Source: an optimization exercise on an open RTL-to-GDS flow (aim: small area). Production flows keep margins and buffers that such runs may drop. Function was checked by simulation only, so behaviour that the tests miss may differ from the original. The clock port is modelled as an ideal driver; clocking choices that lean on that would not hold on a real chip. Power is estimated from default activity; no workload was simulated.

### constraint.sdc
create_clock -name core_clock -period 8.0 [get_ports {clk}]
set_input_delay 1.6000 -clock core_clock [delete_from_list [all_inputs] [get_ports {clk}]]
set_output_delay 1.6000 -clock core_clock [all_outputs]
set_load 0.01 [all_outputs]
### design.v
module xgmii_crossbar_n #(
  parameter int NUM_PORTS = 4,
  parameter int CNT_W     = 16,
  localparam int IDX_W    = (NUM_PORTS > 2) ? $clog2(NUM_PORTS) : 1
) (
  input  logic                         clk,
  input  logic                         reset,
  input  logic [8*NUM_PORTS-1:0]       eth_in_xgmii_ctrl,
  input  logic [64*NUM_PORTS-1:0]      eth_in_xgmii_data,
  input  logic [IDX_W*NUM_PORTS-1:0]   route_map,
  output logic [8*NUM_PORTS-1:0]       eth_out_xgmii_ctrl,
  output logic [64*NUM_PORTS-1:0]      eth_out_xgmii_data,
  output logic [CNT_W*NUM_PORTS-1:0]   drop_cnt,
  output logic [CNT_W*NUM_PORTS-1:0]   err_cnt,
  output logic [NUM_PORTS-1:0]         fwd_state
);
  logic [NUM_PORTS-1:0] sof, eof;
  for (genvar i = 0; i < NUM_PORTS; i++) begin : g_delim
    logic [7:0] fd;
    for (genvar k = 0; k < 8; k++) begin : g_lane
      assign fd[k] = eth_in_xgmii_ctrl[8*i+k] && (eth_in_xgmii_data[64*i+8*k +: 8] == 8'hFD);
    end
    assign sof[i] = eth_in_xgmii_ctrl[8*i] && (eth_in_xgmii_data[64*i +: 8] == 8'hFB);
    assign eof[i] = |fd;
  end
  logic [8*NUM_PORTS-1:0]  ictrl_q;
  logic [64*NUM_PORTS-1:0] idata_q;
  always_ff @(posedge clk) begin
    ictrl_q <= eth_in_xgmii_ctrl;
    idata_q <= eth_in_xgmii_data;
  end
  logic [2*NUM_PORTS-1:0]     mode_q;
  logic [IDX_W*NUM_PORTS-1:0] last_q;
  logic [NUM_PORTS-1:0]       fwd;
  logic [NUM_PORTS-1:0]       drop_q;
  logic [NUM_PORTS-1:0]       drop_d, abort;
  logic [2*NUM_PORTS-1:0]     mode_d;
  logic [IDX_W*NUM_PORTS-1:0] last_d;
  logic [NUM_PORTS*NUM_PORTS-1:0] mine;    
  xgmii_xbar_ctl u_ctl (
    .sof(sof), .eof(eof), .drop_q(drop_q), .route_map(route_map),
    .mode_q(mode_q), .last_q(last_q),
    .mode_d(mode_d), .last_d(last_d), .drop_d(drop_d), .abort(abort), .mine(mine)
  );
  for (genvar e = 0; e < NUM_PORTS; e++) begin : g_egress
    logic [CNT_W-1:0]     dcnt_q, ecnt_q, dcnt_d, ecnt_d;
    logic [NUM_PORTS-1:0] sel;
    logic                 f_idle, f_err, f_any;
    logic [IDX_W-1:0]     lq;
    assign lq     = last_q[IDX_W*e +: IDX_W];
    assign fwd[e] = mode_q[2*e+1] & mode_q[2*e];
    xgmii_xbar_ecnt #(.W(CNT_W)) u_ecnt (.q(ecnt_q), .inc(abort[e]), .d(ecnt_d));
    xgmii_xbar_dcnt #(.W(CNT_W)) u_dcnt (.q(dcnt_q), .inc(mine[NUM_PORTS*e +: NUM_PORTS]), .d(dcnt_d));
    always_ff @(posedge clk or negedge reset) begin
      if (!reset) begin
        mode_q[2*e +: 2]          <= 2'b00;
        last_q[IDX_W*e +: IDX_W]  <= IDX_W'(NUM_PORTS - 1);
        dcnt_q <= '0;
        ecnt_q <= '0;
      end else begin
        mode_q[2*e +: 2]          <= mode_d[2*e +: 2];
        last_q[IDX_W*e +: IDX_W]  <= last_d[IDX_W*e +: IDX_W];
        dcnt_q <= dcnt_d;
        ecnt_q <= ecnt_d;
      end
    end
    for (genvar i = 0; i < NUM_PORTS; i++) begin : g_sel
      assign sel[i] = mode_q[2*e+1] && (lq == IDX_W'(i));
    end
    assign f_any  = !mode_q[2*e+1];
    assign f_err  = f_any && mode_q[2*e];
    assign f_idle = f_any && !mode_q[2*e];
    logic [7:0]  oc;
    logic [63:0] od;
    xgmii_xbar_omux u_omux (
      .sel(sel), .f_idle(f_idle), .f_err(f_err), .f_any(f_any),
      .ictrl(ictrl_q), .idata(idata_q), .octrl(oc), .odata(od)
    );
    assign eth_out_xgmii_ctrl[8*e +: 8]   = oc;
    assign eth_out_xgmii_data[64*e +: 64] = od;
    assign drop_cnt[CNT_W*e +: CNT_W]     = dcnt_q;
    assign err_cnt[CNT_W*e +: CNT_W]      = ecnt_q;
    assign fwd_state[e] = fwd[e];
  end
  always_ff @(posedge clk or negedge reset) begin
    if (!reset) drop_q <= '0;
    else        drop_q <= drop_d;
  end
endmodule
module xgmii_xbar_omux (
  input  logic [3:0]   sel,
  input  logic         f_idle,
  input  logic         f_err,
  input  logic         f_any,
  input  logic [31:0]  ictrl,
  input  logic [255:0] idata,
  output logic [7:0]   octrl,
  output logic [63:0]  odata
);
  always_comb begin
    octrl = {8{f_any}};
    for (int k = 0; k < 8; k++) begin
      odata[8*k]        = f_idle;
      odata[8*k+1]      = f_any;
      odata[8*k+2]      = f_any;
      odata[8*k+3 +: 5] = {5{f_err}};
    end
    for (int i = 0; i < 4; i++) begin
      octrl = octrl | ({8{sel[i]}} & ictrl[8*i +: 8]);
      odata = odata | ({64{sel[i]}} & idata[64*i +: 64]);
    end
  end
endmodule
module xgmii_xbar_ecnt #(parameter int W = 16) (
  input  logic [W-1:0] q,
  input  logic         inc,
  output logic [W-1:0] d
);
  logic [W:0] t;
  assign t[0] = inc & ~&q;
  for (genvar b = 0; b < W; b++) begin : g_b
    assign d[b]   = q[b] ^ t[b];
    assign t[b+1] = t[b] & q[b];
  end
endmodule
module xgmii_xbar_dcnt #(parameter int W = 16) (
  input  logic [W-1:0] q,
  input  logic [3:0]   inc,
  output logic [W-1:0] d
);
  logic [2:0]   n;
  logic [3:0]   lo;
  logic         full, sat;
  logic [W-3:0] t;
  assign n    = 3'(inc[0]) + 3'(inc[1]) + 3'(inc[2]) + 3'(inc[3]);
  assign lo   = {1'b0, q[2:0]} + {1'b0, n};
  assign full = &q[W-1:3];
  assign sat  = lo[3] & full;
  assign t[0] = lo[3] & ~full;
  for (genvar b = 3; b < W; b++) begin : g_b
    assign d[b] = q[b] ^ t[b-3];
    if (b == 8) assign t[b-2] = t[0] & (&q[8:3]);
    else        assign t[b-2] = t[b-3] & q[b];
  end
  assign d[2:0] = lo[2:0] | {3{sat}};
endmodule
module xgmii_xbar_ctl (
  input  logic [3:0]  sof,
  input  logic [3:0]  eof,
  input  logic [3:0]  drop_q,
  input  logic [7:0]  route_map,
  input  logic [7:0]  mode_q,
  input  logic [7:0]  last_q,
  output logic [7:0]  mode_d,
  output logic [7:0]  last_d,
  output logic [3:0]  drop_d,
  output logic [3:0]  abort,
  output logic [15:0] mine
);
  localparam int NUM_PORTS = 4;
  localparam int IDX_W = 2;
  logic [NUM_PORTS-1:0] fwd, busy, fresh, granted, lost;
  for (genvar e = 0; e < NUM_PORTS; e++) begin : g_fwd
    assign fwd[e] = mode_q[2*e+1] & mode_q[2*e];
  end
  logic [NUM_PORTS-1:0] loh [NUM_PORTS];    
  logic [NUM_PORTS-1:0] roh [NUM_PORTS];    
  for (genvar e = 0; e < NUM_PORTS; e++) begin : g_loh
    for (genvar i = 0; i < NUM_PORTS; i++) begin : g_i
      assign loh[e][i] = (last_q[IDX_W*e +: IDX_W] == IDX_W'(i));
      assign roh[e][i] = (route_map[IDX_W*e +: IDX_W] == IDX_W'(i));
    end
  end
  for (genvar i = 0; i < NUM_PORTS; i++) begin : g_busy
    logic [NUM_PORTS-1:0] hit;
    for (genvar e = 0; e < NUM_PORTS; e++) begin : g_e
      assign hit[e] = fwd[e] & loh[e][i];
    end
    assign busy[i] = |hit;
  end
  assign fresh = sof & ~drop_q;
  logic [NUM_PORTS*NUM_PORTS-1:0] gnt;   
  for (genvar e = 0; e < NUM_PORTS; e++) begin : g_egress
    logic [NUM_PORTS-1:0] req, g, lo;
    logic [IDX_W-1:0]     lq, w;
    logic                 found, sof_l, eof_l, eof_w;
    logic [1:0]           md;
    logic [IDX_W-1:0]     ld;
    assign lq = last_q[IDX_W*e +: IDX_W];
    assign lo = loh[e];
    for (genvar i = 0; i < NUM_PORTS; i++) begin : g_req
      assign req[i] = fresh[i] & ~busy[i] & roh[i][e];
    end
    always_comb begin
      for (int i = 0; i < NUM_PORTS; i++) begin
        g[i] = req[i];
        for (int l = 0; l < NUM_PORTS; l++) begin
          for (int j = 0; j < NUM_PORTS; j++) begin
            if (j != i && ((j - l - 1 + 2*NUM_PORTS) % NUM_PORTS) < ((i - l - 1 + 2*NUM_PORTS) % NUM_PORTS))
              if (lo[l] && req[j]) g[i] = 1'b0;
          end
        end
      end
    end
    assign found = |req;
    assign w     = {g[3] | g[2], g[3] | g[1]};
    assign sof_l = |(lo & sof);
    assign eof_l = |(lo & eof);
    assign eof_w = |(g & eof);
    assign abort[e] = fwd[e] & sof_l;
    for (genvar i = 0; i < NUM_PORTS; i++) begin : g_gnt
      assign gnt[NUM_PORTS*e+i] = g[i] & ~fwd[e];
    end
    always_comb begin
      ld = lq;
      md = 2'b00;
      if (fwd[e]) begin
        if (sof_l) md = 2'b01;
        else       md = {1'b1, !eof_l};
      end else if (found) begin
        ld = w;
        md = {1'b1, !eof_w};
      end
    end
    assign mode_d[2*e +: 2]         = md;
    assign last_d[IDX_W*e +: IDX_W] = ld;
    for (genvar i = 0; i < NUM_PORTS; i++) begin : g_mine
      assign mine[NUM_PORTS*e+i] = lost[i] & roh[i][e];
    end
  end
  for (genvar i = 0; i < NUM_PORTS; i++) begin : g_grant
    logic [NUM_PORTS-1:0] hit;
    for (genvar e = 0; e < NUM_PORTS; e++) begin : g_e
      assign hit[e] = gnt[NUM_PORTS*e+i];
    end
    assign granted[i] = |hit;
  end
  assign lost   = fresh & ~granted;
  assign drop_d = (drop_q | lost) & ~eof;
endmodule
### flow/synth.tcl
# The standard flow's synthesis script, with ABC run on an area-oriented script
# (flow/abc_area.script) instead of ORFS's speed script. Registers are
# untouched: ABC only maps the combinational logic.
proc synth {args} { yosys synth -nofsm -noshare {*}$args }
proc abc {args} {
  set i [lsearch $args -script]
  if {$i >= 0} { lset args [expr {$i+1}] $::env(MY_ABC_SCRIPT) }
  yosys abc {*}$args
}
source $::env(SCRIPTS_DIR)/synth.tcl
# left out here: clear keep_hierarchy, flatten, clean up, hide names made inside functions, write 1_2_yosys.v
### config.mk
export PLATFORM = sky130hd
export DESIGN_NAME = xgmii_crossbar_n
export DESIGN_NICKNAME = xgmii_crossbar_n
export VERILOG_FILES = /design/flow/design.v
export SDC_FILE = /design/flow/constraint.sdc
export NUM_CORES = 4
export LEC_CHECK = 0
export CAP_MARGIN = 20
export CELL_PAD_IN_SITES_DETAIL_PLACEMENT = 1
export CORE_MARGIN = 2
export CORE_UTILIZATION = 35
export PLACE_DENSITY = 0.6
export SLEW_MARGIN = 20
### standard.sh
#!/bin/bash
# synth_recipe.tcl (not shown) runs the flow's synth.tcl, then flattens the netlist and writes it again
# the make line also repeats each setting of config.mk as NAME=value (left out here)
make -C /OpenROAD-flow-scripts/flow DESIGN_CONFIG=/design/flow/config.mk WORK_HOME=/design/flow/orfs CLKGATE_MAP_FILE= SYNTH_SCRIPT=/design/flow/synth_recipe.tcl "${@:-finish}"
### flow/abc_area.script
&get -n
&st
&dc2
&dch -f
&nf -p
&put
### flow/run.sh
#!/bin/bash
# The standard layout (standard.sh) with these changes:
#  - synthesis keeps the combinational submodules apart while ABC maps them
#    (SYNTH_HIERARCHICAL=1; flow/synth.tcl flattens afterwards, as the standard flow's
#    script does) and maps with an area-oriented ABC script
#  - port buffers are plain buf_1 cells
#  - clock tree: larger sink clusters, no dummy loads
set -euo pipefail
export MY_ABC_SCRIPT=$PWD/flow/abc_area.script
bash standard.sh "SYNTH_SCRIPT=$PWD/flow/synth.tcl" SYNTH_HIERARCHICAL=1 \
  "BUFFER_PORTS_ARGS=-buffer_cell sky130_fd_sc_hd__buf_1" \
  "CTS_ARGS=-sink_clustering_enable -repair_clock_nets -dont_use_dummy_load -sink_clustering_size 20 -sink_clustering_max_diameter 150" \
  finish > flow_make.log 2>&1
==> results of run 1 <==
==> through the flow <==
| step | worst slack, ns | cells | util (%) | cell area, µm² | hold slack [ns] |
|---|---|---|---|---|---|
| finish | 0.900 | 3486 | 44.1 | 24300 | 0.507 |
| global route | 0.510 | 3478 | 44.0 | 24300 | 0.530 |
| CTS | 1.03 | 3463 | 43.9 | 24200 | 0.503 |
| detailed placement | 0.373 | 3438 | 42.8 | 23600 | 0.489 |
| global placement | 0.547 | 3438 | 42.8 | 23600 | 0.481 |
| floorplan | 0.843 | 1933 | - | 19500 | 0.480 |
==> Yosys stat by module, one instance, submodules excluded, excerpt <==
module | cells inside | flip-flops and latches | copies in the design
xgmii_xbar_omux | 216 | 0 | 4
xgmii_xbar_ctl | 257 | 0 | 1
xgmii_crossbar_n | 588 | 436 | 1
==> layer usage <==
| metal | wire length (µm) | vias to the layer above | part of all wire (%) |
|---|---|---|---|
| li1 | - | 9530 | - |
| met1 | 40900 | 11350 | 35 |
| met2 | 51000 | 1894 | 44 |
| met3 | 15500 | 541 | 13 |
| met4 | 9470 | 22 | 8.1 |
| met5 | 189 | - | 0.16 |
==> cell usage in the layout, fill, tap and decap left out, types with 5 or more instances in the layout <==
cell type / count
dfxtp_1: 288
dfstp_2: 8
nand2b_1: 14
or3_1: 5
buf_4: 40
ha_1: 108
o21ai_0: 24
a41oi_1: 5
a222oi_1: 291
nand4b_1: 9
buf_1: 716
nor4_1: 19
a31oi_1: 16
clkbuf_16: 25
nor4b_1: 20
nor2_1: 34
or4_1: 7
a221oi_1: 5
nand2_1: 325
nor3_1: 24
clkinv_1: 29
nor2b_1: 17
fa_1: 12
nor3b_1: 15
dfrtp_1: 140
diode_2: 22
and2_0: 9
xor2_1: 12
nand4_1: 80
a21oi_1: 304
o21bai_1: 6
nand3_1: 48
==> kinds of logic (layout without fill, tap and decap cells) <==
family,Yosys count,in the layout
compound gates,675,675
xor+xnor,16,16
fa+ha+maj,120,120
buf+inv,30,813
flops,436,436
other cells,0,22
simple gates,656,656
==> report_power, final <==
part | internal [mW] | switching (mW) | total (mW)
sequential | 2.27 | 0.103 | 2.37
combinational | 0.0583 | 0.122 | 0.181
clock | 0.556 | 0.784 | 1.34
total | 2.89 | 1.01 | 3.89
==> worst max-delay path, stage by stage <==
cell	delay (ns)
buf_1	0.13
nand3_1	0.11
nor3_1	0.78
nand2b_1	0.20
a2111o_1	0.55
nor3_1	0.52
o21ai_0	0.29
nand4_1	0.23
nand4_1	0.31
nor2_1	0.25
fa_1	0.45
clkinv_1	0.07
fa_1	0.20
nor2b_1	0.06
o21ai_0	0.46
nor4b_1	0.12
ha_1	0.22
ha_1	0.18
ha_1	0.18
ha_1	0.18
ha_1	0.19
ha_1	0.19
xor2_1	0.14
==> how the worst max path moves through the flow <==
| stage | depth (start not counted) | to | start | slack (ns) |
|---|---|---|---|---|
| after floorplan | 4 | eth_out_xgmii_ctrl[2] | mode_q[1] | 0.84 |
| after global placement | 23 | g_egress[0].dcnt_q[15] | eth_in_xgmii_data[66] | 0.55 |
| after detailed placement | 23 | g_egress[2].dcnt_q[15] | eth_in_xgmii_data[71] | 0.37 |
| after CTS | 23 | g_egress[2].dcnt_q[15] | eth_in_xgmii_data[71] | 1.03 |
| after global routing | 23 | g_egress[0].dcnt_q[15] | eth_in_xgmii_data[71] | 0.51 |
| final | 23 | g_egress[2].dcnt_q[15] | eth_in_xgmii_data[71] | 0.90 |
==> area by class of cell <==
class / instances / share of cell area [%]
Sequential cell: 436 / 39.0
Tap cell: 748 / 3.85
Multi-Input combinational cell: 1467 / 41.4
Inverter: 30 / 0.464
Timing Repair Buffer: 758 / 12.4
Clock buffer: 25 / 2.58
Antenna cell: 22 / 0.227
==> state kept, by name, indices dropped and copies added (netlist names) <==
register	cells
last_q	8
ictrl_q	32
mode_q	8
g_egress.ecnt_q	64
idata_q	256
g_egress.dcnt_q	64
drop_q	4
==> synth_stat cells (2+ instances only) <==
library cell and instances:
nand2_1 325, a21oi_1 304, a222oi_1 291, dfxtp_1 288, dfrtp_1 140, ha_1 108, nand4_1 80, nand3_1 48
nor2_1 42, clkinv_1 30, nor3_1 28, o21ai_0 24, nor2b_1 21, nor4b_1 20, nor3b_1 19, nor4_1 19
a31oi_1 16, nand2b_1 14, fa_1 12, xor2_1 12, and2_0 9, nand4b_1 9, dfstp_2 8, or4_1 7
and3_1 6, o21bai_1 6, a221oi_1 5, a41oi_1 5, or3_1 5, a22oi_1 4, o2111ai_1 4, xnor2_1 4
o41ai_1 3, and4b_1 2, o22ai_1 2
==> qor.csv, run 1 <==
stage,metric,value,unit
outcome,status,timing/DRC/antenna clean,
cts,"Setup Fix Bufs, Post-CTS",0,
cts,CTS tree,done,
sta,RSZ-0062 raised after global routing,no,
synth,synth warn,11,
die,DIE AREA,57700,µm²
sta,Worst Skew,0.0300,ns
hold_path,Hold WC Path Type,reg2reg,
pwr,pwr dens,160,nW/µm²
placement,RePlAce Congestion,0.963,
synth,synth top area cells,"dfxtp_1 30%, dfrtp_1 18%, a222oi_1 15%",
die,Core Footprint,55100,µm²
cells_and_area,Final #Nets,3136,
cells_and_area,storage element area,9480,µm²
placement,Detailed Place HPWL,82200,µm
routing,initial drt markers,4081,
hold_path,Worst Hold Path Cells,1,
die,Die H,240,µm
sta,fmax,0.141,GHz
worst_setup_path,Crit Path Class,in2reg,
worst_setup_path,CP Launch Type,primary input,
global_routing,met3 Usage GRT,12.7,%
run,maxcap violations,0,
cts,CTS Root Cell,clkbuf_16,
cts,clock sink count,436,
cts,Worst-path clk slew,0.10,ns
cts,CTS Hold Bufs,0,
synth,Post-synth ARST share,33.9,%
global_routing,first-pass GRT wire length,163000,µm
pwr,Power Total,3.89,mW
cts,Skew-Pair Late Insertion Delay,0.61,ns
die,Row Count,86,
placement,PortBufs,717,
synth,syn nets,2351,
cts,H-tree lvl count,1,
global_routing,initial antenna violation count,26,
cells_and_area,area of the multi-input gates,10100,µm²
worst_setup_path,R2R depth,20,
die,Ports,718,
cts,post-CTS sizing,0,
pwr,Leak,10.0,nW
sta,Final Hold Vio Count,0,
hold_path,worst hold start,g_egress[0].ecnt_q[15],
cells_and_area,# fillers,6615,
sta,crit share post-route,88.8,%
synth,unique cell type count in the Yosys netlist,48,
cells_and_area,area delta synth->final,24.4,%
die,starting density of the core,35.4,%
synth,xor and xnor fraction of the mapped netlist area,0.718,%
synth,Post-synth EDFFs,0,
synth,Syn Std Cell Area,19500,µm²
worst_setup_path,FF-to-FF End,g_egress[3].dcnt_q[15],
synth,"FF+latch count, synth",436,
synth,predominant post-synthesis flop cell,dfxtp_1,
synth,register area share after synthesis,48.6,%
sta,Worst Tran Pin Value,1.25,ns
worst_setup_path,Worst EP required,8.50,ns
sta,Rel. slew slack,16.5,%
hold_path,worst min-delay path endpoint,g_egress[0].ecnt_q[15],
global_routing,grt met1 use,46.0,%
routing,detailed-route wire length per cell,33.5,µm
cts,Clock Path Buffers,3,
routing,Post-Route WL,117000,µm
synth,post-synth top area share,29.5,%
synth,Compound-Gate Fraction of Synth Area,25.6,%
sta,setup violators final,0,
global_routing,largest net degree at the start of global routing,73,
worst_setup_path,Worst setup EP type,register,
sta,setup_tns,0,ns
global_routing,grt peak-use layer,met2,
global_routing,vias in the first global route,23334,
global_routing,total gr overflow,0,
global_routing,GRT Util Overall,38.6,%
worst_setup_path,R2R Setup Slk,1.82,ns
synth,fraction of the mapped netlist area in simple logic gates,16.4,%
synth,mux contribution to synthesized area,0,%
routing,# DRC,0,
cells_and_area,share of layout cells above drive strength 1,3.68,%
synth,largest family of logic cells by synthesized area,compound AO/OA/AOI/OAI gates,
synth,largest area contributor in the netlist,dfxtp_1,
worst_setup_path,crit path max fanout,6,
die,Die Wd,240,µm
sta,"Min Clock Period, post-route",7.10,ns
cts,Num CTS Buffers,25,
global_routing,routing usage on met2,59.3,%
routing,drt first pass iters,14,
routing,Routed Antenna Nets,0,
synth,Syn Area/Cell,10.1,µm²
routing,DR vias/cell,6.69,
worst_setup_path,Critical Path AT,7.60,ns
worst_setup_path,RR Startpoint,mode_q[7],
sta,pins over their slew limit,0,
synth,post-synthesis adder-cell area fraction,8.15,%
pwr,Max VDD drop,0.155,mV
routing,vias,23337,
synth,gate count after technology mapping,1933,
==> run 2: changes to the inputs <==
==> flow/abc_area.script (replaced) <==
&get -n
&st
&dc2
&dch -f
&nf -p -R 1000
&put
==> run 2 against run 1 <==
Non-clock buffer count stayed put. Maximum frequency is 3.8% higher. Highest routed layer unchanged. Sequential share of layout area is 0.33 points higher. Via count is 0.32% lower. Still clean.
==> qor.csv, run 2 <==
stage,metric,value,unit,change
outcome,status,timing/DRC/antenna clean,,
cells_and_area,# fillers,6590,,-0.38%
cts,post-CTS sizing,0,,unchanged
sta,"Min Clock Period, post-route",6.84,ns,-0.260 ns
cells_and_area,Reg with most FFs,idata_q,,
worst_setup_path,Worst setup EP type,register,,
cells_and_area,Final #Nets,3121,,-0.48%
sta,fmax,0.146,GHz,+3.8%
cells_and_area,top flop regs,"idata_q x256, g_egress.dcnt_q x64, g_egress.ecnt_q x64",,
die,Die Wd,239,µm,-0.41%
global_routing,largest net degree at the start of global routing,73,,unchanged
cells_and_area,area delta synth->final,24.4,%,about the same
cells_and_area,share of layout cells above drive strength 1,3.70,%,+0.020 points
synth,"FF+latch count, synth",436,,unchanged
routing,Post-Route WL,116000,µm,-0.91%
synth,syn nets,2336,,-0.64%
synth,Synth top cells by count,"350 x nand2_1, 308 x a21oi_1, 294 x a222oi_1, 288 x dfxtp_1, 140 x dfrtp_1",,
die,Die H,239,µm,-0.41%
placement,RePlAce Congestion,0.973,,+1.0%
cells_and_area,"most common cell after layout, fill and taps aside",buf_1,,
worst_setup_path,cell repeated most along the worst path,ha_1,,
hold_path,Hold WC Path Type,reg2reg,,
global_routing,GRT Util Overall,38.7,%,+0.12 points
synth,gate count after technology mapping,1918,,-0.78%
worst_setup_path,CP peak stage delay,0.55,ns,-0.23 ns
cts,clock sink count,436,,unchanged
pwr,Max VDD drop,0.147,mV,-5.5%
routing,initial drt markers,4752,,+16%
cells_and_area,most frequent cells in the layout,"716 x buf_1, 350 x nand2_1, 308 x a21oi_1",,
synth,register area share after synthesis,49.0,%,+0.41 points
placement,PortBufs,717,,unchanged
routing,vias,23262,,-0.32%
synth,Post-synth EDFFs,0,,unchanged
cells_and_area,flip-flop count of the largest register after layout,256,,unchanged
die,Ports,718,,unchanged
global_routing,first-pass GRT wire length,163000,µm,-0.28%
placement,"Cell Area, Placed",23400,µm²,-0.82%
cts,H-tree lvl count,1,,unchanged
routing,DR vias/cell,6.80,,+1.5%
global_routing,total gr overflow,0,,unchanged
sta,Final Hold Vio Count,0,,unchanged
synth,Syn Area/Cell,10.1,µm²,about the same
sta,setup_tns,0,ns,unchanged
cts,Worst-path clk slew,0.09,ns,about the same
synth,unique cell type count in the Yosys netlist,45,,-6.3%
worst_setup_path,CP Launch Type,primary input,,
sta,pins over their slew limit,0,,unchanged
synth,synth top area cells,"dfxtp_1 30%, dfrtp_1 18%, a222oi_1 15%",,
global_routing,vias in the first global route,22968,,-1.6%
run,maxcap violations,0,,unchanged
sta,Rel. slew slack,16.6,%,+0.079 points
placement,DP Worst Slack,0.616,ns,+0.244 ns
sta,crit share post-route,85.5,%,-3.3 points
synth,synth warn,11,,unchanged
sta,setup violators final,0,,unchanged
placement,Detailed Place HPWL,81400,µm,-1.1%
pwr,pwr dens,161,nW/µm²,+0.41%
worst_setup_path,cell family with most CP delay,simple AND/OR/NAND/NOR gates,,
routing,drt first pass iters,15,,+1
pwr,Power Total,3.88,mW,-0.43%
synth,predominant post-synthesis flop cell,dfxtp_1,,
worst_setup_path,Worst EP required,8.48,ns,-0.02 ns
die,starting density of the core,35.3,%,-0.16 points
synth,post-synth top area share,29.8,%,+0.25 points
worst_setup_path,CP max-delay cell,nor4b_1,,
global_routing,initial antenna violation count,22,,-15%
sta,RSZ-0062 raised after global routing,no,,
cts,Skew-Pair Late Insertion Delay,0.60,ns,about the same
synth,"count leader, synth",nand2_1,,
sta,Worst Skew,0.0347,ns,+0.00475 ns
worst_setup_path,"Buf+Inv Stages, Crit Path",4,,+2
die,DIE AREA,57200,µm²,-0.82%
worst_setup_path,crit path max fanout,6,,unchanged
routing,detailed-route wire length per cell,33.9,µm,+0.92%
worst_setup_path,Critical Path AT,7.32,ns,-0.28 ns
cells_and_area,cell area after layout,24100,µm²,-0.83%
cts,CTS tree,done,,
cts,"Setup Fix Bufs, Post-CTS",0,,unchanged
sta,Worst Tran Pin Value,1.25,ns,-0.00118 ns
routing,Routed Antenna Nets,0,,unchanged
worst_setup_path,Crit Path Class,in2reg,,
sta,Final Worst Setup Slack,1.16,ns,+0.260 ns
synth,Post-synth ARST share,33.9,%,unchanged
die,Core Footprint,54900,µm²,-0.39%
sta,Hold WS,0.499,ns,-0.00766 ns
cts,CTS Hold Bufs,0,,unchanged
synth,largest area contributor in the netlist,dfxtp_1,,
cts,Num CTS Buffers,25,,unchanged
cts,CTS Root Cell,clkbuf_16,,
cts,Clock Path Buffers,3,,unchanged
die,Row Count,86,,unchanged
routing,# DRC,0,,unchanged
synth,Syn Std Cell Area,19400,µm²,-0.84%
pwr,Leak,10.2,nW,+1.3%
run 2: cell types whose count changed after synthesis, moves of 12 or more:
cell / before / now
nand2_1: 325 / 350
nand4_1: 80 / 66
o21ai_0: 24 / 12
nor3_1: 28 / 14
nor2_1: 42 / 56
run 2: power breakdown:
group | switching [mW] | internal [mW] | leakage (nW)
Sequential | 0.101 | 2.27 | 4.46
Clock | 0.763 | 0.556 | 0.308
Combinational | 0.130 | 0.0570 | 5.39
Total | 0.994 | 2.88 | 10.2
run 2: path summary, 6_finish.rpt:
| check | start | to | slack, ns | cells after the start |
|---|---|---|---|---|
| max | eth_in_xgmii_data[192] | g_egress[2].dcnt_q[15] | 1.16 | 27 |
| min in group asynchronous | reset | drop_q[2] | 1.03 | 1 |
| max in group asynchronous | reset | g_egress[1].ecnt_q[7] | 5.59 | 2 |
| min | g_egress[3].dcnt_q[8] | g_egress[3].dcnt_q[8] | 0.50 | 1 |
| max reg2reg | mode_q[7] | g_egress[2].dcnt_q[15] | 1.99 | 24 |
| min reg2reg | g_egress[3].dcnt_q[8] | g_egress[3].dcnt_q[8] | 0.50 | 1 |
run 2: area by class of cell:
type,instances,area (µm²),area share [%]
Tap cell,704,881,3.66
Sequential cell,436,9480,39.4
Inverter,26,97.6,0.405
Multi-Input combinational cell,1456,9910,41.2
Timing Repair Buffer,758,3040,12.6
Clock buffer,25,626,2.60
Antenna cell,18,45.0,0.187
run 2: per-stage QoR:
step	util (%)	instances
after floorplan	-	1918
after global placement	42.6	3378
after detailed placement	42.6	3379
after CTS	43.8	3404
after global routing	43.8	3413
final	43.9	3423
run 2: logic make-up (layout without fill, tap and decap cells):
group / Yosys count / in the layout / share of synthesized area, %
xor+xnor: 16 / 16 / 0.724
other cells: 0 / 18 / 0
fa+ha+maj: 120 / 120 / 8.22
compound gates: 658 / 658 / 25.3
simple gates: 662 / 662 / 16.3
buf+inv: 26 / 809 / 0.504
flops: 436 / 436 / 49.0
run 2: metal layers:
layer	global-route usage, %	up-vias	share of wire [%]
met2	61.1	1993	45
met4	23.0	14	7.2
met3	12.3	545	13
met1	46.0	11323	35
met5	0	-	0.078
li1	-	9387	-
run 2: per-module statistics from Yosys (local to each module, per instance), excerpt:
module / times used / cell area, µm² / cells / flops+latches
xgmii_crossbar_n: 1 / 10400 / 592 / 436
xgmii_xbar_ctl: 1 / 1310 / 234 / 0
xgmii_xbar_omux: 4 / 1350 / 216 / 0
==> run 3: changes to the inputs <==
==> flow/run.sh (replaced) <==
#!/bin/bash
# The standard layout (standard.sh) with these changes:
#  - synthesis keeps the combinational submodules apart while ABC maps them
#    (SYNTH_HIERARCHICAL=1; flow/synth.tcl flattens afterwards, as the standard flow's
#    script does) and maps with an area-oriented ABC script
#  - port buffers are plain buf_1 cells
#  - clock tree: no dummy loads, and the sink clustering is picked per
#    layout: after placement, each candidate below is tried on the placed
#    design (flow/cts_probe.tcl) and the one with the least clock-tree area
#    whose worst flip-flop clock-pin slew stays under 110 ps is used.
set -euo pipefail
export MY_ABC_SCRIPT=$PWD/flow/abc_area.script
COMMON=("SYNTH_SCRIPT=$PWD/flow/synth.tcl" SYNTH_HIERARCHICAL=1
        "BUFFER_PORTS_ARGS=-buffer_cell sky130_fd_sc_hd__buf_1")
CTS_BASE="-sink_clustering_enable -repair_clock_nets -dont_use_dummy_load"
CHOSEN="-sink_clustering_size 20 -sink_clustering_max_diameter 100"

bash standard.sh "${COMMON[@]}" place > flow_place.log 2>&1

export PLATFORM_DIR=$FLOW_HOME/platforms/sky130hd
export PROBE_RESULTS=$PWD/orfs/results/sky130hd/xgmii_crossbar_n/base
T8="-root_buf sky130_fd_sc_hd__clkbuf_8 -tree_buf sky130_fd_sc_hd__clkbuf_8"
best_area=""
n=0
for cand in "-sink_clustering_size 30 -sink_clustering_max_diameter 150" \
            "-sink_clustering_size 25 -sink_clustering_max_diameter 200" \
            "-sink_clustering_size 25 -sink_clustering_max_diameter 150 $T8" \
            "-sink_clustering_size 24 -sink_clustering_max_diameter 150" \
            "-sink_clustering_size 22 -sink_clustering_max_diameter 150" \
            "-sink_clustering_size 22 -sink_clustering_max_diameter 150 $T8" \
            "-sink_clustering_size 20 -sink_clustering_max_diameter 150" \
            "-sink_clustering_size 20 -sink_clustering_max_diameter 150 $T8" \
            "-sink_clustering_size 20 -sink_clustering_max_diameter 100"; do
  n=$((n+1))
  res=$(PROBE_CTS_ARGS="$CTS_BASE $cand" openroad -no_init -exit flow/cts_probe.tcl \
          > cts_probe_$n.log 2>&1 && grep '^PROBE_RESULT' cts_probe_$n.log | tail -1) || res=""
  echo "candidate $n: $cand -> ${res:-failed}" >> cts_choice.log
  [[ -z "$res" ]] && continue
  area=$(echo "$res" | awk '{print $2}')
  slew=$(echo "$res" | awk '{print $3}')
  if awk -v s="$slew" 'BEGIN{exit !(s < 110)}'; then
    if [[ -z "$best_area" ]] || awk -v a="$area" -v b="$best_area" 'BEGIN{exit !(a < b)}'; then
      best_area=$area; CHOSEN=$cand
    fi
  fi
done
echo "chosen: $CHOSEN" >> cts_choice.log

bash standard.sh "${COMMON[@]}" "CTS_ARGS=$CTS_BASE $CHOSEN" finish > flow_make.log 2>&1
==> flow/cts_probe.tcl (new file) <==
# Builds a clock tree on the placed design with the CTS arguments in
# $::env(PROBE_CTS_ARGS) and prints the clock-tree cell area and the worst
# flip-flop clock-pin slew. Nothing is written back.
read_lef $::env(PLATFORM_DIR)/lef/sky130_fd_sc_hd.tlef
read_lef $::env(PLATFORM_DIR)/lef/sky130_fd_sc_hd_merged.lef
read_liberty $::env(PLATFORM_DIR)/lib/sky130_fd_sc_hd__tt_025C_1v80.lib
read_db $::env(PROBE_RESULTS)/3_place.odb
read_sdc $::env(PROBE_RESULTS)/3_place.sdc
source $::env(PLATFORM_DIR)/setRC.tcl
set a0 [rsz::design_area]
clock_tree_synthesis {*}$::env(PROBE_CTS_ARGS)
set_propagated_clock [all_clocks]
estimate_parasitics -placement
set a1 [rsz::design_area]
set worst 0
foreach p [get_pins -hierarchical */CLK] {
  foreach pr {slew_max_rise slew_max_fall} {
    set s [get_property $p $pr]
    if {$s > $worst} { set worst $s }
  }
}
puts "PROBE_RESULT [expr {($a1 - $a0) * 1e12}] [expr {$worst * 1e3}]"
==> run 3 against run 2 <==
Combinational power hardly changed. Global-route usage shrank 0.18 points. Via count is 0.16% lower. Flip-flop and latch count is the same. Setup slack better by 0.019 ns. Largest power group unchanged. Highest routed layer unchanged.
==> qor.csv, run 3 <==
stage,metric,value,unit,change
routing,drt first pass iters,15,,unchanged
sta,Final Worst Setup Slack,1.18,ns,+0.0185 ns
cts,post-CTS sizing,0,,unchanged
sta,pins over their slew limit,0,,unchanged
synth,largest area contributor in the netlist,dfxtp_1,,
synth,Syn Area/Cell,10.1,µm²,unchanged
routing,# DRC,0,,unchanged
cts,"Setup Fix Bufs, Post-CTS",0,,unchanged
die,Ports,718,,unchanged
die,DIE AREA,57200,µm²,unchanged
die,Row Count,86,,unchanged
sta,Rel. slew slack,17.4,%,+0.77 points
global_routing,first-pass GRT wire length,162000,µm,-0.35%
routing,detailed-route wire length per cell,33.9,µm,+0.12%
cells_and_area,share of layout cells above drive strength 1,3.63,%,-0.070 points
outcome,status,timing/DRC/antenna clean,,
cts,CTS Hold Bufs,0,,unchanged
synth,Post-synth ARST share,33.9,%,unchanged
placement,"Cell Area, Placed",23400,µm²,unchanged
cts,Skew-Pair Late Insertion Delay,0.57,ns,-0.03 ns
sta,"Min Clock Period, post-route",6.82,ns,-0.0185 ns
synth,Post-synth EDFFs,0,,unchanged
pwr,Max VDD drop,0.142,mV,-3.4%
global_routing,total gr overflow,0,,unchanged
cells_and_area,top flop regs,"idata_q x256, g_egress.dcnt_q x64, g_egress.ecnt_q x64",,
sta,fmax,0.147,GHz,+0.27%
sta,Hold WS,0.501,ns,+0.00124 ns
synth,register area share after synthesis,49.0,%,unchanged
worst_setup_path,Crit Path Class,in2reg,,
synth,Syn Std Cell Area,19400,µm²,unchanged
cells_and_area,"most common cell after layout, fill and taps aside",buf_1,,
placement,DP Worst Slack,0.616,ns,unchanged
worst_setup_path,cell repeated most along the worst path,ha_1,,
placement,Detailed Place HPWL,81400,µm,unchanged
sta,setup violators final,0,,unchanged
run,maxcap violations,0,,unchanged
sta,RSZ-0062 raised after global routing,no,,
sta,Worst Tran Pin Value,1.24,ns,-0.0115 ns
worst_setup_path,Critical Path AT,7.29,ns,-0.03 ns
global_routing,largest net degree at the start of global routing,73,,unchanged
worst_setup_path,Worst setup EP type,register,,
placement,placed cells,3379,,unchanged
pwr,pwr dens,158,nW/µm²,-1.7%
worst_setup_path,CP Launch Type,primary input,,
sta,crit share post-route,85.3,%,-0.23 points
cells_and_area,cell area after layout,24000,µm²,-0.31%
synth,Synth top cells by count,"350 x nand2_1, 308 x a21oi_1, 294 x a222oi_1, 288 x dfxtp_1, 140 x dfrtp_1",,
synth,post-synth top area share,29.8,%,unchanged
global_routing,GRT Util Overall,38.5,%,-0.18 points
pwr,Power Total,3.80,mW,-2.0%
routing,Post-Route WL,116000,µm,about the same
cells_and_area,most frequent cells in the layout,"716 x buf_1, 350 x nand2_1, 308 x a21oi_1",,
pwr,Leak,10.1,nW,-0.39%
synth,"count leader, synth",nand2_1,,
routing,vias,23224,,-0.16%
synth,synth top area cells,"dfxtp_1 30%, dfrtp_1 18%, a222oi_1 15%",,
placement,RePlAce Congestion,0.973,,unchanged
die,starting density of the core,35.3,%,unchanged
cts,Num CTS Buffers,22,,-12%
worst_setup_path,CP max-delay cell,nor4b_1,,
worst_setup_path,CP peak stage delay,0.50,ns,-0.05 ns
synth,predominant post-synthesis flop cell,dfxtp_1,,
cells_and_area,# fillers,6598,,+0.12%
sta,Worst Skew,0.0608,ns,+0.0261 ns
cts,CTS tree,done,,
hold_path,Hold WC Path Type,reg2reg,,
global_routing,initial antenna violation count,17,,-23%
sta,Final Hold Vio Count,0,,unchanged
worst_setup_path,crit path max fanout,6,,unchanged
worst_setup_path,Worst EP required,8.47,ns,about the same
die,Core Footprint,54900,µm²,unchanged
cts,clock sink count,436,,unchanged
cts,Worst-path clk slew,0.11,ns,+0.02 ns
cells_and_area,flip-flop count of the largest register after layout,256,,unchanged
global_routing,vias in the first global route,22827,,-0.61%
synth,unique cell type count in the Yosys netlist,45,,unchanged
die,Die H,239,µm,unchanged
synth,syn nets,2336,,unchanged
cells_and_area,Final #Nets,3118,,-0.096%
cells_and_area,Finished Layout Cells,3421,,-0.058%
synth,synth warn,11,,unchanged
cells_and_area,Reg with most FFs,idata_q,,
synth,gate count after technology mapping,1918,,unchanged
cells_and_area,area delta synth->final,24.1,%,
routing,DR vias/cell,6.79,,-0.10%
routing,Routed Antenna Nets,0,,unchanged
routing,initial drt markers,4279,,-10%
placement,PortBufs,717,,unchanged
cells_and_area,post-layout util,43.8,%,-0.13 points
synth,"FF+latch count, synth",436,,unchanged
die,Die Wd,239,µm,unchanged
sta,setup_tns,0,ns,unchanged
==> run 3: cell counts after synthesis <==
No cell type changed its count.
==> run 3: report_power, final <==
part           switching, mW  leakage, nW  internal [mW]
Clock                  0.746        0.271          0.494
Sequential             0.101         4.46           2.27
Combinational          0.130         5.38         0.0570
==> run 3: layer usage <==
metal	track usage [%]	routed length, µm
met5	0	84
met4	23.2	8500
met1	46.1	40700
met2	61.0	52300
met3	11.3	14400
==> run 3: worst max-delay path: cells and delay by family <==
kind / cells / cell delay [ns]
XOR/XNOR: 1 / 0.14
AND/OR/NAND/NOR: 11 / 2.45
buffers and inverters: 4 / 0.65
AO/OA/AOI/OAI: 3 / 0.65
adder cells (fa/ha/maj): 8 / 1.80
==> run 3: modules after synthesis (local to each module, per instance), excerpt <==
module | cells inside | flops+latches
xgmii_xbar_ctl | 234 | 0
xgmii_xbar_omux | 216 | 0
xgmii_crossbar_n | 592 | 436
==> run 3: final cells by class <==
| type | instances | area [µm²] | share of cell area (%) |
|---|---|---|---|
| inverters | 26 | 97.6 | 0.406 |
| well taps | 704 | 881 | 3.67 |
| repair buffers | 758 | 3040 | 12.6 |
| flip-flops and latches | 436 | 9480 | 39.5 |
| clock buffers | 22 | 551 | 2.29 |
| multi-input cells | 1456 | 9920 | 41.3 |
| diodes | 19 | 47.5 | 0.198 |
==> run 3: final timing paths <==
check | startpoint | endpoint | slack [ns] | cells past startpoint
min in group asynchronous | reset | g_egress[3].dcnt_q[14] | 1.06 | 1
worst max register to register | last_q[5] | g_egress[3].dcnt_q[15] | 2.04 | 23
worst max-delay path | eth_in_xgmii_data[192] | g_egress[2].dcnt_q[15] | 1.18 | 27
max in group asynchronous | reset | g_egress[2].ecnt_q[4] | 5.52 | 2
worst min-delay path | g_egress[3].dcnt_q[8] | g_egress[3].dcnt_q[8] | 0.50 | 1
worst min register to register | g_egress[3].dcnt_q[8] | g_egress[3].dcnt_q[8] | 0.50 | 1
==> run 3: logic make-up after synthesis <==
| logic type | synth area share [%] |
|---|---|
| adder cells (fa/ha/maj) | 8.22 |
| XOR/XNOR | 0.724 |
| AND/OR/NAND/NOR | 16.3 |
| flip-flops | 49.0 |
| buffers and inverters | 0.504 |
| AO/OA/AOI/OAI | 25.3 |
==> run 4: changes to the inputs <==
--- a/flow/run.sh
+++ b/flow/run.sh
@@ -25,7 +25,9 @@
 for cand in "-sink_clustering_size 30 -sink_clustering_max_diameter 150" \
             "-sink_clustering_size 25 -sink_clustering_max_diameter 200" \
             "-sink_clustering_size 25 -sink_clustering_max_diameter 150 $T8" \
+            "-sink_clustering_size 26 -sink_clustering_max_diameter 150" \
             "-sink_clustering_size 24 -sink_clustering_max_diameter 150" \
+            "-sink_clustering_size 24 -sink_clustering_max_diameter 150 $T8" \
             "-sink_clustering_size 22 -sink_clustering_max_diameter 150" \
             "-sink_clustering_size 22 -sink_clustering_max_diameter 150 $T8" \
             "-sink_clustering_size 20 -sink_clustering_max_diameter 150" \
--- a/config.mk
+++ b/config.mk
@@ -5,9 +5,9 @@
 export SDC_FILE = /design/flow/constraint.sdc
 export NUM_CORES = 4
 export LEC_CHECK = 0
-export CAP_MARGIN = 20
+export CAP_MARGIN = 10
 export CELL_PAD_IN_SITES_DETAIL_PLACEMENT = 1
 export CORE_MARGIN = 2
 export CORE_UTILIZATION = 35
 export PLACE_DENSITY = 0.6
-export SLEW_MARGIN = 20
+export SLEW_MARGIN = 10
==> run 4 against run 3 <==
Still clean. Critical path depth unchanged. Sequential share of layout area grew 0.14 points. Utilization decreased by 0.16 points. Flip-flop and latch count is the same. Synthesized area unchanged. Critical endpoint is now g_egress[3].dcnt_q[15].
==> qor.csv, run 4 <==
stage,metric,value,unit,change
outcome,status,timing/DRC/antenna clean,,
sta,RSZ-0062 raised after global routing,no,,
die,Ports,718,,unchanged
synth,"FF+latch count, synth",436,,unchanged
worst_setup_path,FF-to-FF End,g_egress[3].dcnt_q[15],,
worst_setup_path,R2R depth,22,,-4.3%
synth,gate count after technology mapping,1918,,unchanged
pwr,Clk pwr share,31.9,%,-0.7 points
worst_setup_path,CP max-delay cell,or3_1,,
cells_and_area,most frequent cells in the layout,"716 x buf_1, 350 x nand2_1, 308 x a21oi_1",,
synth,unique cell type count in the Yosys netlist,45,,unchanged
cts,CTS tree,done,,
sta,Final Hold Vio Count,0,,unchanged
cells_and_area,area delta synth->final,23.6,%,
routing,drt first pass iters,17,,+2
synth,largest area contributor in the netlist,dfxtp_1,,
cts,Worst-path clk slew,0.09,ns,-0.02 ns
pwr,NetSw,0.974,mW,-0.30%
worst_setup_path,Crit Path Class,in2reg,,
cells_and_area,share of layout cells above drive strength 1,3.52,%,-0.11 points
cells_and_area,Final #Nets,3117,,-0.032%
routing,detailed-route wire length per cell,34.0,µm,+0.36%
pwr,internal power,2.78,mW,-1.4%
sta,setup_tns,0,ns,unchanged
cells_and_area,Reg with most FFs,idata_q,,
global_routing,first-pass GRT wire length,163000,µm,+0.35%
global_routing,vias in the first global route,22924,,+0.42%
cts,CTS Hold Bufs,0,,unchanged
sta,crit share post-route,83.7,%,-1.5 points
placement,PortBufs,717,,unchanged
routing,DR vias/cell,6.76,,-0.46%
run,maxcap violations,0,,unchanged
sta,Rel. slew slack,12.3,%,-5.1 points
cells_and_area,flip-flop count of the largest register after layout,256,,unchanged
cts,Num CTS Buffers,22,,unchanged
routing,Post-Route WL,116000,µm,about the same
placement,Detailed Place HPWL,81100,µm,-0.31%
hold_path,worst min-delay path endpoint,g_egress[3].dcnt_q[8],,
synth,synth top area cells,"dfxtp_1 30%, dfrtp_1 18%, a222oi_1 15%",,
sta,pins over their slew limit,0,,unchanged
synth,Post-synth EDFFs,0,,unchanged
synth,predominant post-synthesis flop cell,dfxtp_1,,
worst_setup_path,cell repeated most along the worst path,ha_1,,
worst_setup_path,R2R Setup Slk,1.98,ns,-0.06 ns
cells_and_area,post-layout util,43.6,%,-0.16 points
die,DIE AREA,57200,µm²,unchanged
global_routing,initial antenna violation count,16,,-1
worst_setup_path,CP peak stage delay,0.45,ns,-0.05 ns
pwr,Switching Fraction,25.9,%,+0.22 points
worst_setup_path,Critical Path AT,7.27,ns,-0.02 ns
placement,RePlAce Congestion,0.973,,unchanged
synth,syn nets,2336,,unchanged
hold_path,Worst Hold Path Cells,1,,unchanged
routing,# DRC,0,,unchanged
routing,vias,23057,,-0.72%
synth,register area share after synthesis,49.0,%,unchanged
sta,setup violators final,0,,unchanged
cts,clock sink count,436,,unchanged
placement,placed cells,3378,,-0.030%
synth,Syn Std Cell Area,19400,µm²,unchanged
cts,Skew-Pair Late Insertion Delay,0.69,ns,+0.12 ns
pwr,combinational share of power,5.0,%,about the same
cts,post-CTS sizing,0,,unchanged
cts,"Setup Fix Bufs, Post-CTS",0,,unchanged
pwr,pwr dens,157,nW/µm²,-0.77%
global_routing,largest net degree at the start of global routing,73,,unchanged
worst_setup_path,RR Startpoint,last_q[1],,
synth,Post-synth ARST share,33.9,%,unchanged
cells_and_area,top flop regs,"idata_q x256, g_egress.dcnt_q x64, g_egress.ecnt_q x64",,
pwr,Max VDD drop,0.154,mV,+8.7%
sta,fmax,0.149,GHz,+1.8%
routing,initial drt markers,4459,,+4.2%
die,Row Count,86,,unchanged
global_routing,GRT Util Overall,38.6,%,+0.084 points
hold_path,Hold WC Path Type,reg2reg,,
synth,post-synth top area share,29.8,%,unchanged
pwr,Leak,10.1,nW,-0.25%
cells_and_area,"most common cell after layout, fill and taps aside",buf_1,,
cells_and_area,Finished Layout Cells,3412,,-0.26%
global_routing,total gr overflow,0,,unchanged
worst_setup_path,Worst EP required,8.57,ns,+0.10 ns
die,starting density of the core,35.3,%,unchanged
die,Die Wd,239,µm,unchanged
synth,Syn Area/Cell,10.1,µm²,unchanged
pwr,sequential power share,63.2,%,+0.7 points
synth,Synth top cells by count,"350 x nand2_1, 308 x a21oi_1, 294 x a222oi_1, 288 x dfxtp_1, 140 x dfrtp_1",,
routing,Routed Antenna Nets,0,,unchanged
synth,"count leader, synth",nand2_1,,
worst_setup_path,crit path max fanout,5,,-1
worst_setup_path,Worst setup EP type,register,,
sta,"Min Clock Period, post-route",6.70,ns,-0.123 ns
die,Die H,239,µm,unchanged
synth,synth warn,11,,unchanged
sta,Worst Tran Pin Value,1.32,ns,+0.0764 ns
hold_path,worst hold start,g_egress[3].dcnt_q[8],,
die,Core Footprint,54900,µm²,unchanged
worst_setup_path,CP Launch Type,primary input,,
sta,Worst Skew,0.0601,ns,-0.000674 ns
==> run 4: cell types whose count changed in the layout (fill, tap and decap cells not counted), sizes merged <==
cell	before	now
diode	19	11
buf	757	756
==> run 4: cell families after synthesis <==
logic type,Yosys count,synth area share [%]
AO/OA/AOI/OAI,658,25.3
flip-flops,436,49.0
XOR/XNOR,16,0.724
adder cells (fa/ha/maj),120,8.22
buffers and inverters,26,0.504
AND/OR/NAND/NOR,662,16.3
==> run 4: power groups by stage <==
stage / Sequential [mW] / Combinational [mW] / Clock (mW)
final: 2.37 / 0.186 / 1.20
after global routing: 2.38 / 0.194 / 1.28
after CTS: 2.37 / 0.180 / 1.22
after detailed placement: 2.41 / 0.178 / 0
after global placement: 2.41 / 0.177 / 0
after floorplan: 2.38 / 0.0395 / 0
==> run 4: per-stage QoR <==
| step | hold WS, ns | power (mW) | worst slack, ns | cell area (µm²) |
|---|---|---|---|---|
| 6_report | 0.506 | 3.76 | 1.30 | 23900 |
| 5_1_grt | 0.521 | 3.86 | 0.791 | 23900 |
| 4_1_cts | 0.505 | 3.76 | 1.36 | 23900 |
| 3_5_place_dp | 0.494 | 2.59 | 0.645 | 23400 |
| 3_3_place_gp | 0.480 | 2.58 | 0.839 | 23400 |
| 2_1_floorplan | 0.482 | 2.42 | 0.866 | 19400 |
==> run 4: final cells by class <==
cell class	count	area, µm²
Sequential cell	436	9480
Inverter	26	97.6
Antenna cell	11	27.5
Clock buffer	22	517
Multi-Input combinational cell	1456	9910
Fill cell	6592	31000
Timing Repair Buffer	757	3020
Tap cell	704	881
==> run 4: Yosys stat by module, one instance, submodules excluded, excerpt <==
module	flops+latches	area (µm²)	cells inside
xgmii_xbar_ctl	0	1310	234
xgmii_crossbar_n	436	10400	592
xgmii_xbar_omux	0	1350	216
==> run 4: worst max-delay path by stage <==
| stage | from | slack, ns | depth (start not counted) | endpoint |
|---|---|---|---|---|
| after floorplan | mode_q[3] | 0.87 | 4 | eth_out_xgmii_ctrl[10] |
| after global placement | eth_in_xgmii_data[64] | 0.84 | 27 | g_egress[0].dcnt_q[15] |
| after detailed placement | eth_in_xgmii_data[64] | 0.64 | 28 | g_egress[2].dcnt_q[15] |
| after CTS | eth_in_xgmii_data[64] | 1.36 | 28 | g_egress[2].dcnt_q[15] |
| after global routing | eth_in_xgmii_data[64] | 0.79 | 28 | g_egress[2].dcnt_q[15] |
| final | eth_in_xgmii_data[64] | 1.30 | 27 | g_egress[3].dcnt_q[15] |
==> run 4: worst max-delay path: cells and delay by family <==
| family | cells | cell delay [ns] |
|---|---|---|
| AOI/OAI and AO/OA | 4 | 0.98 |
| and+or+nand+nor | 10 | 2.22 |
| buffers and inverters | 4 | 0.56 |
| xor gates and xnor gates | 1 | 0.14 |
| adders and majority gates | 8 | 1.77 |
==> run 4: layer usage <==
layer	GRT usage (%)	share of wire, %
met1	46.0	35
met2	60.9	45
met3	11.9	12
met4	23.5	7.4
met5	0.0866	0.053
==> run 5: changes to the inputs <==
--- a/flow/run.sh
+++ b/flow/run.sh
@@ -7,7 +7,8 @@
 #  - clock tree: no dummy loads, and the sink clustering is picked per
 #    layout: after placement, each candidate below is tried on the placed
 #    design (flow/cts_probe.tcl) and the one with the least clock-tree area
-#    whose worst flip-flop clock-pin slew stays under 110 ps is used.
+#    whose worst flip-flop clock-pin slew stays under 100 ps is used (the
+#    routed layout has shown up to 15 ps more than this estimate).
 set -euo pipefail
 export MY_ABC_SCRIPT=$PWD/flow/abc_area.script
 COMMON=("SYNTH_SCRIPT=$PWD/flow/synth.tcl" SYNTH_HIERARCHICAL=1
@@ -40,7 +41,7 @@
   [[ -z "$res" ]] && continue
   area=$(echo "$res" | awk '{print $2}')
   slew=$(echo "$res" | awk '{print $3}')
-  if awk -v s="$slew" 'BEGIN{exit !(s < 110)}'; then
+  if awk -v s="$slew" 'BEGIN{exit !(s < 100)}'; then
     if [[ -z "$best_area" ]] || awk -v a="$area" -v b="$best_area" 'BEGIN{exit !(a < b)}'; then
       best_area=$area; CHOSEN=$cand
     fi
==> run 5 against run 4 <==
Flip-flop and latch count stayed put. Final area grew 0.81%. Final cell count up 0.29%. Global-route usage up 0.14 points. Critical path type unchanged. Utilization grew 0.35 points. Highest routed layer unchanged. Power up 5.5%.
==> qor.csv, run 5 <==
stage,metric,value,unit,change
routing,DR vias/cell,6.78,,+0.40%
die,Core Footprint,54900,µm²,unchanged
cts,clock sink count,436,,unchanged
worst_setup_path,cell family with most CP delay,simple AND/OR/NAND/NOR gates,,
global_routing,largest net degree at the start of global routing,73,,unchanged
cells_and_area,share of layout cells above drive strength 1,3.74,%,+0.21 points
pwr,pwr dens,164,nW/µm²,+4.6%
worst_setup_path,Worst setup EP type,register,,
routing,Post-Route WL,116000,µm,+0.24%
cts,Worst-path clk slew,0.08,ns,about the same
cells_and_area,cell area after layout,24100,µm²,+0.81%
cts,Skew-Pair Late Insertion Delay,0.60,ns,-0.09 ns
placement,RePlAce Congestion,0.973,,unchanged
global_routing,total gr overflow,0,,unchanged
die,DIE AREA,57200,µm²,unchanged
global_routing,vias in the first global route,22963,,+0.17%
pwr,Max VDD drop,0.161,mV,+4.3%
synth,post-synth top area share,29.8,%,unchanged
worst_setup_path,crit path max fanout,5,,unchanged
routing,# DRC,0,,unchanged
placement,PortBufs,717,,unchanged
pwr,Switching Fraction,25.6,%,-0.29 points
worst_setup_path,cell repeated most along the worst path,ha_1,,
outcome,status,timing/DRC/antenna clean,,
sta,"Min Clock Period, post-route",6.83,ns,+0.128 ns
sta,Final Hold Vio Count,0,,unchanged
synth,synth warn,11,,unchanged
sta,crit share post-route,85.3,%,+1.6 points
cts,"Setup Fix Bufs, Post-CTS",0,,unchanged
worst_setup_path,CP peak stage delay,0.47,ns,+0.02 ns
pwr,Clk pwr share,35.4,%,+3.5 points
cells_and_area,Reg with most FFs,idata_q,,
pwr,NetSw,1.02,mW,+4.3%
die,Die H,239,µm,unchanged
pwr,internal power,2.95,mW,+5.9%
sta,Hold WS,0.510,ns,+0.00420 ns
sta,Worst Skew,0.0505,ns,-0.00969 ns
sta,Rel. slew slack,14.6,%,+2.3 points
worst_setup_path,CP max-delay cell,fa_1,,
synth,"count leader, synth",nand2_1,,
synth,gate count after technology mapping,1918,,unchanged
sta,fmax,0.146,GHz,-1.9%
die,Die Wd,239,µm,unchanged
cts,post-CTS sizing,0,,unchanged
sta,setup violators final,0,,unchanged
cells_and_area,most frequent cells in the layout,"716 x buf_1, 350 x nand2_1, 308 x a21oi_1",,
synth,unique cell type count in the Yosys netlist,45,,unchanged
synth,Post-synth ARST share,33.9,%,unchanged
sta,pins over their slew limit,0,,unchanged
die,Ports,718,,unchanged
pwr,sequential power share,59.9,%,-3.3 points
pwr,combinational share of power,4.7,%,-0.3 points
sta,setup_tns,0,ns,unchanged
cells_and_area,# fillers,6578,,-0.21%
cells_and_area,Final #Nets,3123,,+0.19%
cells_and_area,top flop regs,"idata_q x256, g_egress.dcnt_q x64, g_egress.ecnt_q x64",,
worst_setup_path,CP Launch Type,primary input,,
synth,"FF+latch count, synth",436,,unchanged
worst_setup_path,Critical Path AT,7.31,ns,+0.04 ns
global_routing,GRT Util Overall,38.7,%,+0.14 points
pwr,Power Total,3.96,mW,+5.5%
synth,largest area contributor in the netlist,dfxtp_1,,
synth,synth top area cells,"dfxtp_1 30%, dfrtp_1 18%, a222oi_1 15%",,
cells_and_area,"most common cell after layout, fill and taps aside",buf_1,,
synth,Syn Area/Cell,10.1,µm²,unchanged
cts,CTS Hold Bufs,0,,unchanged
die,Row Count,86,,unchanged
synth,Post-synth EDFFs,0,,unchanged
synth,Syn Std Cell Area,19400,µm²,unchanged
placement,Detailed Place HPWL,81100,µm,unchanged
cells_and_area,flip-flop count of the largest register after layout,256,,unchanged
routing,vias,23216,,+0.69%
routing,initial drt markers,4283,,-3.9%
die,starting density of the core,35.3,%,unchanged
synth,Synth top cells by count,"350 x nand2_1, 308 x a21oi_1, 294 x a222oi_1, 288 x dfxtp_1, 140 x dfrtp_1",,
sta,RSZ-0062 raised after global routing,no,,
cells_and_area,Finished Layout Cells,3422,,+0.29%
cts,CTS tree,done,,
placement,placed cells,3378,,unchanged
placement,"Cell Area, Placed",23400,µm²,unchanged
worst_setup_path,Worst EP required,8.48,ns,-0.09 ns
pwr,Leak,10.2,nW,+0.89%
worst_setup_path,Crit Path Class,in2reg,,
worst_setup_path,"Buf+Inv Stages, Crit Path",3,,-1
routing,Routed Antenna Nets,0,,unchanged
synth,syn nets,2336,,unchanged
global_routing,initial antenna violation count,18,,+2
synth,register area share after synthesis,49.0,%,unchanged
cells_and_area,area delta synth->final,24.6,%,
synth,predominant post-synthesis flop cell,dfxtp_1,,
cts,Num CTS Buffers,28,,+27%
routing,detailed-route wire length per cell,34.0,µm,about the same
sta,Worst Tran Pin Value,1.28,ns,-0.0343 ns
run,maxcap violations,0,,unchanged
global_routing,first-pass GRT wire length,163000,µm,+0.15%
routing,drt first pass iters,15,,-2
hold_path,Hold WC Path Type,reg2reg,,
-- run 5: cell counts after synthesis --
Identical to the previous run, type by type.
-- run 5: through the flow --
step | util (%) | worst slack, ns
floorplan | - | 0.866
finish | 44.0 | 1.17
CTS | 43.8 | 1.25
global route | 43.9 | 0.688
detailed placement | 42.6 | 0.645
global placement | 42.6 | 0.839
-- run 5: area by class of cell --
| cell class | count | area (µm²) | share of cell area (%) |
|---|---|---|---|
| repair buffers | 757 | 3020 | 12.5 |
| multi-input cells | 1456 | 9910 | 41.1 |
| well taps | 704 | 881 | 3.65 |
| inverters | 26 | 97.6 | 0.405 |
| diodes | 15 | 37.5 | 0.156 |
| clock buffers | 28 | 701 | 2.91 |
| flip-flops and latches | 436 | 9480 | 39.3 |
-- run 5: per-module statistics from Yosys (local to each module, per instance), excerpt --
module / cells / flops+latches / copies in the design / area, µm²
xgmii_crossbar_n: 592 / 436 / 1 / 10400
xgmii_xbar_ctl: 234 / 0 / 1 / 1310
xgmii_xbar_omux: 216 / 0 / 4 / 1350
-- run 5: worst paths after layout --
check                                        from                      to  slack (ns)  cells after the start
max                         eth_in_xgmii_data[64]  g_egress[2].dcnt_q[15]        1.17                     28
min                        g_egress[1].ecnt_q[15]  g_egress[1].ecnt_q[15]        0.51                      1
max reg2reg                             last_q[1]  g_egress[3].dcnt_q[15]        1.98                     23
min reg2reg                g_egress[1].ecnt_q[15]  g_egress[1].ecnt_q[15]        0.51                      1
max in group asynchronous                   reset   g_egress[1].ecnt_q[0]        5.60                      2
min in group asynchronous                   reset  g_egress[3].dcnt_q[14]        1.03                      1
-- run 5: power by group through the flow --
stage	clock network, mW	registers (mW)	logic [mW]
floorplan	0	2.38	0.0395
global placement	0	2.41	0.177
detailed placement	0	2.41	0.178
CTS	1.42	2.37	0.180
global route	1.49	2.38	0.194
finish	1.40	2.37	0.186
-- run 5: cell families after synthesis --
family,after synthesis,synth area share [%]
adders and majority gates,120,8.22
DFF,436,49.0
AOI/OAI and AO/OA,658,25.3
xor gates and xnor gates,16,0.724
and+or+nand+nor,662,16.3
buffers and inverters,26,0.504
-- run 5: layer usage --
metal | global-route usage, % | part of all wire (%)
met5 | 0 | 0.092
met4 | 24.1 | 7.6
met3 | 11.4 | 12
met2 | 60.9 | 45
met1 | 46.4 | 35

what the ideal ports hide:
The results above use ideal ports. As a check the final layouts listed here were re-extracted and re-timed, cells and wires unchanged.
Step 1 sets driving cells, clkbuf_16 on the clock port and buf_2 on the other inputs (assumed; they add their load-dependent delay and slew).
Step 2 adds t to the input delays and takes it off the output delays; t is the mean of the earliest and latest rising clock arrival at the registers after step 1. Input paths then give back, and output paths get back, about the clock's delay inside the block.
Three values: ideal ports, drivers, drivers and shift; two values: the first two.
| run | t, ns | slack for setup (ns) | worst hold slack (ns) | worst setup path after step 2 |
|---|---|---|---|---|
| run 1 | 0.659 | 0.900 / 0.935 / 0.277 | 0.507 / 0.507 / 0.507 | input to register |
| run 2 | 0.639 | 1.160 / 1.192 / 0.552 | 0.499 / 0.499 / 0.499 | input to register |
| run 3 | 0.609 | 1.178 / 1.209 / 0.601 | 0.501 / 0.501 / 0.501 | input to register |
| run 4 | 0.718 | 1.301 / 1.329 / 0.611 | 0.506 / 0.506 / 0.506 | input to register |
| run 5 | 0.643 | 1.173 / 1.207 / 0.564 | 0.510 / 0.510 / 0.510 | input to register |
After both steps setup and hold are still met in every run listed. For run 4, which loses most, drivers alone change the setup slack by +0.028 ns; drivers and shift together by -0.690 ns.
